This design comes from an exercise in tuning for small area and a short achievable clock period on the open sky130 flow, not from production work. Where RTL was checked, it was by simulation tests only, not by an equivalence proof against the original. Power figures rest on the tool's default switching activity, not on a simulated workload.

==> module bayer_kernel, before the edit <==
module bayer_kernel
(
    input  logic       clk,
    input  demosaic_pkg::pixel_t     c,                
    input  demosaic_pkg::pixel_t     c_out,            
    input  demosaic_pkg::pair_t      h1,
    input  demosaic_pkg::pair_t      v1,
    input  demosaic_pkg::pair_t      h2,
    input  demosaic_pkg::pair_t      v2,
    input  demosaic_pkg::pair_t      da,
    input  demosaic_pkg::pair_t      db,
    input  demosaic_pkg::row_t       row_nxt,          
    input  demosaic_pkg::col_t       col_nxt,
    input  logic [1:0] mirror,
    output demosaic_pkg::pixel_t     red,
    output demosaic_pkg::pixel_t     green,
    output demosaic_pkg::pixel_t     blue
);
    typedef logic [13:0] acc_t;                        
    function automatic logic [27:0] csa(input acc_t a, input acc_t b, input acc_t c);
        acc_t s, k;
        s   = a ^ b ^ c;
        k   = (a & b) | (a & c) | (b & c);
        csa = {k[12:0], 1'b0, s};
    endfunction
    function automatic logic [41:0] reduce8(input acc_t x1, input acc_t x2, input acc_t x3,
                                            input acc_t x4, input acc_t x5, input acc_t x6,
                                            input acc_t x7, input acc_t x8);
        acc_t p1, p2, q1, q2, r1, r2, t1, t2, u1, u2;
        {p1, p2} = csa(x1, x2, x3);
        {q1, q2} = csa(x4, x5, x6);
        {r1, r2} = csa(p1, p2, q1);
        {t1, t2} = csa(q2, x7, x8);
        {u1, u2} = csa(r1, r2, t1);
        reduce8  = {u1, u2, t2};
    endfunction
    function automatic demosaic_pkg::pixel_t clamp8(input logic [9:0] v);
        if (v[9])
            clamp8 = 8'h00;
        else if (v[8])
            clamp8 = 8'hff;
        else
            clamp8 = v[7:0];
    endfunction
    logic [1:0] r_par;                                 
    logic [1:0] site;                                  
    logic       rb;                                    
    always_comb
    begin
        case (mirror)
            2'd3:    r_par = 2'b11;
            2'd2:    r_par = 2'b10;
            2'd0:    r_par = 2'b01;
            default: r_par = 2'b00;
        endcase
    end
    always_ff @(posedge clk)
    begin
        site <= {row_nxt[0], col_nxt[0]} ^ r_par;
        rb   <= (row_nxt[0] ^ col_nxt[0]) == (r_par[1] ^ r_par[0]);
    end
    acc_t a1, a2, a3, a4, a5, a6, a7;
    acc_t b1, b2, b3, b4, b5, b6, b7, b8;
    logic [41:0] ar, br;
    always_comb
    begin
        a1 = {2'b11, rb, c, 1'b1, !rb, 1'b0};
        a2 = rb ? acc_t'({h1, 2'b00})  : acc_t'({h1, 3'b000});
        a3 = rb ? acc_t'({v1, 2'b00})  : acc_t'({3'b000, 1'b1, 1'b0, c, 1'b0});
        a4 = acc_t'({~h2, 1'b0});
        a5 = rb ? acc_t'({~v2, 1'b0})  : acc_t'(v2);
        a6 = rb ? '0                   : acc_t'({~da, 1'b0});
        a7 = rb ? '0                   : acc_t'({~db, 1'b0});
        b1 = {3'b110, c, 2'b11, rb};
        b2 = rb ? acc_t'({4'b0001, c, 2'b00}) : acc_t'({4'b0001, 1'b0, c, 1'b0});
        b3 = rb ? acc_t'({da, 2'b00})  : acc_t'({~da, 1'b0});
        b4 = rb ? acc_t'({db, 2'b00})  : acc_t'({~db, 1'b0});
        b5 = acc_t'({~v2, 1'b0});
        b6 = rb ? acc_t'({~h2, 1'b0})  : acc_t'({v1, 3'b000});
        b7 = rb ? acc_t'({~h2})        : acc_t'(h2);
        b8 = rb ? acc_t'({~v2})        : '0;
        ar = reduce8(a1, a4, a2, a3, a5, a6, a7, '0);
        br = reduce8(b1, b5, b2, b3, b4, b6, b7, b8);
    end
    logic [41:0] ar1, br1;
    logic [1:0] site1;
    always_ff @(posedge clk)
    begin
        ar1   <= ar;
        br1   <= br;
        site1 <= site;
    end
    acc_t as, ac, bs, bc, sa, sb;
    logic [9:0] ea2, eb2;
    logic [1:0] site2;
    always_comb
    begin
        {ac, as} = csa(ar1[41:28], ar1[27:14], ar1[13:0]);
        {bc, bs} = csa(br1[41:28], br1[27:14], br1[13:0]);
        sa = as + ac;
        sb = bs + bc;
    end
    always_ff @(posedge clk)
    begin
        ea2   <= sa[13:4];
        eb2   <= sb[13:4];
        site2 <= site1;
    end
    demosaic_pkg::pixel_t ea, eb;
    assign ea = clamp8(ea2);
    assign eb = clamp8(eb2);
    always_ff @(posedge clk)
    begin
        case (site2)
            2'b00:                                     
            begin
                red   <= c_out;
                green <= ea;
                blue  <= eb;
            end
            2'b11:                                     
            begin
                red   <= eb;
                green <= ea;
                blue  <= c_out;
            end
            2'b01:                                     
            begin
                red   <= ea;
                green <= c_out;
                blue  <= eb;
            end
            default:                                   
            begin
                red   <= eb;
                green <= c_out;
                blue  <= ea;
            end
        endcase
    end
endmodule
Settings: LEC_CHECK=0, CAP_MARGIN=20, CORE_MARGIN=2, CORE_UTILIZATION=65, CTS_CLUSTER_DIAMETER=60, CTS_CLUSTER_SIZE=24, PLACE_DENSITY=0.75, SETUP_SLACK_MARGIN=5.0, SLEW_MARGIN=20, TNS_END_PERCENT=5; clock period 7.5 ns.
run.sh (not shown) runs the stock make flow with config.mk's settings and CLKGATE_MAP_FILE= SYNTH_SCRIPT=/design/flow/synth_recipe.tcl, a recipe that flattens the netlist after the stock synthesis.
Rerun with:
--- a/flow/design.v
+++ b/flow/design.v
@@ -126,4 +126,14 @@
         csa = {k[12:0], 1'b0, s};
     endfunction
+    function automatic logic [41:0] reduce7(input acc_t x1, input acc_t x2, input acc_t x3,
+                                            input acc_t x4, input acc_t x5, input acc_t x6,
+                                            input acc_t x7);
+        acc_t p1, p2, q1, q2, r1, r2, u1, u2;
+        {p1, p2} = csa(x1, x2, x3);
+        {q1, q2} = csa(x4, x5, x6);
+        {r1, r2} = csa(p1, p2, q1);
+        {u1, u2} = csa(r1, r2, q2);
+        reduce7  = {u1, u2, x7};
+    endfunction
     function automatic logic [41:0] reduce8(input acc_t x1, input acc_t x2, input acc_t x3,
                                             input acc_t x4, input acc_t x5, input acc_t x6,
@@ -182,5 +192,5 @@
         b7 = rb ? acc_t'({~h2})        : acc_t'(h2);
         b8 = rb ? acc_t'({~v2})        : '0;
-        ar = reduce8(a1, a4, a2, a3, a5, a6, a7, '0);
+        ar = reduce7(a1, a4, a2, a3, a5, a6, a7);
         br = reduce8(b1, b5, b2, b3, b4, b6, b7, b8);
     end
Result: Die area hardly moves; count of clock-buffer cells in the layout is lower by 5; combinational power is higher by 12%; global-route usage is higher by 0.55 points; flip-flop and latch count stays the same; maximum frequency is lower by 1.5%; area after synthesis stays flat.
Function not checked in the second run of this note: the RTL went through the layout flow alone.

* * *

main:
raw_to_rgb_top again, from the RTL that the note above started with.
clock: 7.5 ns
lec_check: 0
cap_margin: 20
core_margin: 2
core_utilization: 65
cts_cluster_diameter: 60
cts_cluster_size: 24
place_density: 0.75
setup_slack_margin: 5.0
slew_margin: 20
Every stage of the flow completed for main, and the final layout passed the timing, design-rule and antenna checks.
Relative to main, the following input files were edited for the feature branch:
==> flow/design.v, changed modules only <==
module bayer_kernel
(
    input  logic       clk,
    input  demosaic_pkg::pixel_t     c,                
    input  demosaic_pkg::pixel_t     c_out,            
    input  demosaic_pkg::pair_t      h1,
    input  demosaic_pkg::pair_t      v1,
    input  demosaic_pkg::pair_t      h2,
    input  demosaic_pkg::pair_t      v2,
    input  demosaic_pkg::pair_t      da,
    input  demosaic_pkg::pair_t      db,
    input  demosaic_pkg::row_t       row_nxt,          
    input  demosaic_pkg::col_t       col_nxt,
    input  logic [1:0] mirror,
    output demosaic_pkg::pixel_t     red,
    output demosaic_pkg::pixel_t     green,
    output demosaic_pkg::pixel_t     blue
);
    typedef logic [13:0] acc_t;                        
    function automatic logic [27:0] csa(input acc_t a, input acc_t b, input acc_t c);
        acc_t s, k;
        s   = a ^ b ^ c;
        k   = (a & b) | (a & c) | (b & c);
        csa = {k[12:0], 1'b0, s};
    endfunction
    function automatic logic [41:0] reduce8(input acc_t x1, input acc_t x2, input acc_t x3,
                                            input acc_t x4, input acc_t x5, input acc_t x6,
                                            input acc_t x7, input acc_t x8);
        acc_t p1, p2, q1, q2, r1, r2, t1, t2, u1, u2;
        {p1, p2} = csa(x1, x2, x3);
        {q1, q2} = csa(x4, x5, x6);
        {r1, r2} = csa(p1, p2, q1);
        {t1, t2} = csa(q2, x7, x8);
        {u1, u2} = csa(r1, r2, t1);
        reduce8  = {u1, u2, t2};
    endfunction
    function automatic demosaic_pkg::pixel_t clamp8(input logic [9:0] v);
        if (v[9])
            clamp8 = 8'h00;
        else if (v[8])
            clamp8 = 8'hff;
        else
            clamp8 = v[7:0];
    endfunction
    logic [1:0] r_par;                                 
    logic [1:0] site;                                  
    logic       rb;                                    
    always_comb
    begin
        case (mirror)
            2'd3:    r_par = 2'b11;
            2'd2:    r_par = 2'b10;
            2'd0:    r_par = 2'b01;
            default: r_par = 2'b00;
        endcase
    end
    always_ff @(posedge clk)
    begin
        site <= {row_nxt[0], col_nxt[0]} ^ r_par;
        rb   <= (row_nxt[0] ^ col_nxt[0]) == (r_par[1] ^ r_par[0]);
    end
    acc_t a1, a2, a3, a4, a5, a6, a7;
    acc_t b1, b2, b3, b4, b5, b6, b7, b8;
    logic [41:0] ar, br;
    always_comb
    begin
        a1 = {3'b0, c, 3'b000} | (rb ? 14'd2 : 14'd3);
        a2 = rb ? acc_t'({h1, 2'b00})  : acc_t'({h1, 3'b000});
        a3 = rb ? acc_t'({v1, 2'b00})  : acc_t'({c, 1'b0});
        a4 = ~acc_t'({h2, 1'b0});
        a5 = rb ? ~acc_t'({v2, 1'b0})  : acc_t'(v2);
        a6 = rb ? '0                   : ~acc_t'({da, 1'b0});
        a7 = rb ? '0                   : ~acc_t'({db, 1'b0});
        b1 = {3'b0, c, 3'b000} | (rb ? 14'd5 : 14'd3);
        b2 = rb ? acc_t'({c, 2'b00})   : acc_t'({c, 1'b0});
        b3 = rb ? acc_t'({da, 2'b00})  : ~acc_t'({da, 1'b0});
        b4 = rb ? acc_t'({db, 2'b00})  : ~acc_t'({db, 1'b0});
        b5 = ~acc_t'({v2, 1'b0});
        b6 = rb ? ~acc_t'({h2, 1'b0})  : acc_t'({v1, 3'b000});
        b7 = rb ? ~acc_t'(h2)          : acc_t'(h2);
        b8 = rb ? ~acc_t'(v2)          : '0;
        ar = reduce8(a1, a4, a2, a3, a5, a6, a7, '0);
        br = reduce8(b1, b5, b2, b3, b4, b6, b7, b8);
    end
    logic [41:0] ar1, br1;
    logic [1:0] site1;
    always_ff @(posedge clk)
    begin
        ar1   <= ar;
        br1   <= br;
        site1 <= site;
    end
    acc_t as, ac, bs, bc, sa, sb;
    logic [9:0] ea2, eb2;
    logic [1:0] site2;
    always_comb
    begin
        {ac, as} = csa(ar1[41:28], ar1[27:14], ar1[13:0]);
        {bc, bs} = csa(br1[41:28], br1[27:14], br1[13:0]);
        sa = as + ac;
        sb = bs + bc;
    end
    always_ff @(posedge clk)
    begin
        ea2   <= sa[13:4];
        eb2   <= sb[13:4];
        site2 <= site1;
    end
    demosaic_pkg::pixel_t ea, eb;
    assign ea = clamp8(ea2);
    assign eb = clamp8(eb2);
    always_ff @(posedge clk)
    begin
        case (site2)
            2'b00:                                     
            begin
                red   <= c_out;
                green <= ea;
                blue  <= eb;
            end
            2'b11:                                     
            begin
                red   <= eb;
                green <= ea;
                blue  <= c_out;
            end
            2'b01:                                     
            begin
                red   <= ea;
                green <= c_out;
                blue  <= eb;
            end
            default:                                   
            begin
                red   <= eb;
                green <= c_out;
                blue  <= ea;
            end
        endcase
    end
endmodule
Results
Across main and the feature branch, the outcome is the same: a clean finish for every run.
[the feature branch] path length in cells of the critical path rose 7 relative to main
In the feature branch the die span in y turned out 0.40% higher than in main.
Compare main and the feature branch | buffer count from post-CTS setup fixing lower: main
The feature branch: power dissipated in combinational cells is about 6.5% higher than what main reported.
Diff main -> the feature branch: area of all placed cells without fillers +about 0.9%; end-of-flow core utilization +0.38 points; synthesized cell count +1.3%; fmax -about 1.4%.
Synthesized area divided by synthesized cell count, main and the feature branch, lower one = the feature branch.
Row detailed router's first-iteration violation count: the feature branch higher / main lower
For the feature branch, only the layout was checked, not whether the RTL still works.

## port drivers added, routing unchanged
The results above use ideal ports. As a check the final layouts listed here were re-extracted and re-timed, cells and wires unchanged. Step 1, drivers: a clkbuf_16 drives clk and a buf_2 each remaining input, both assumed. Step 2 times the ports against the registers' clock, not the clock port: input delays grow and output delays shrink by t, the midpoint of the rising clock arrivals with the driver on. Three values: no drivers, after step 1, after step 2; two values: the first two.
run	shift t [ns]	setup WS [ns]	cell pins on the clock port's net
the first run of note 1	0.686	4.837 / 4.799 / 4.289	1
the second run of note 1	0.685	4.797 / 4.739 / 4.274	1
main	0.685	4.873 / 4.810 / 4.443	1
the feature branch	0.687	4.834 / 4.819 / 4.452	1
After both steps every run listed still meets setup and hold. For the first run of note 1, which loses most, drivers alone change the setup slack by -0.038 ns; drivers and shift together by -0.548 ns.
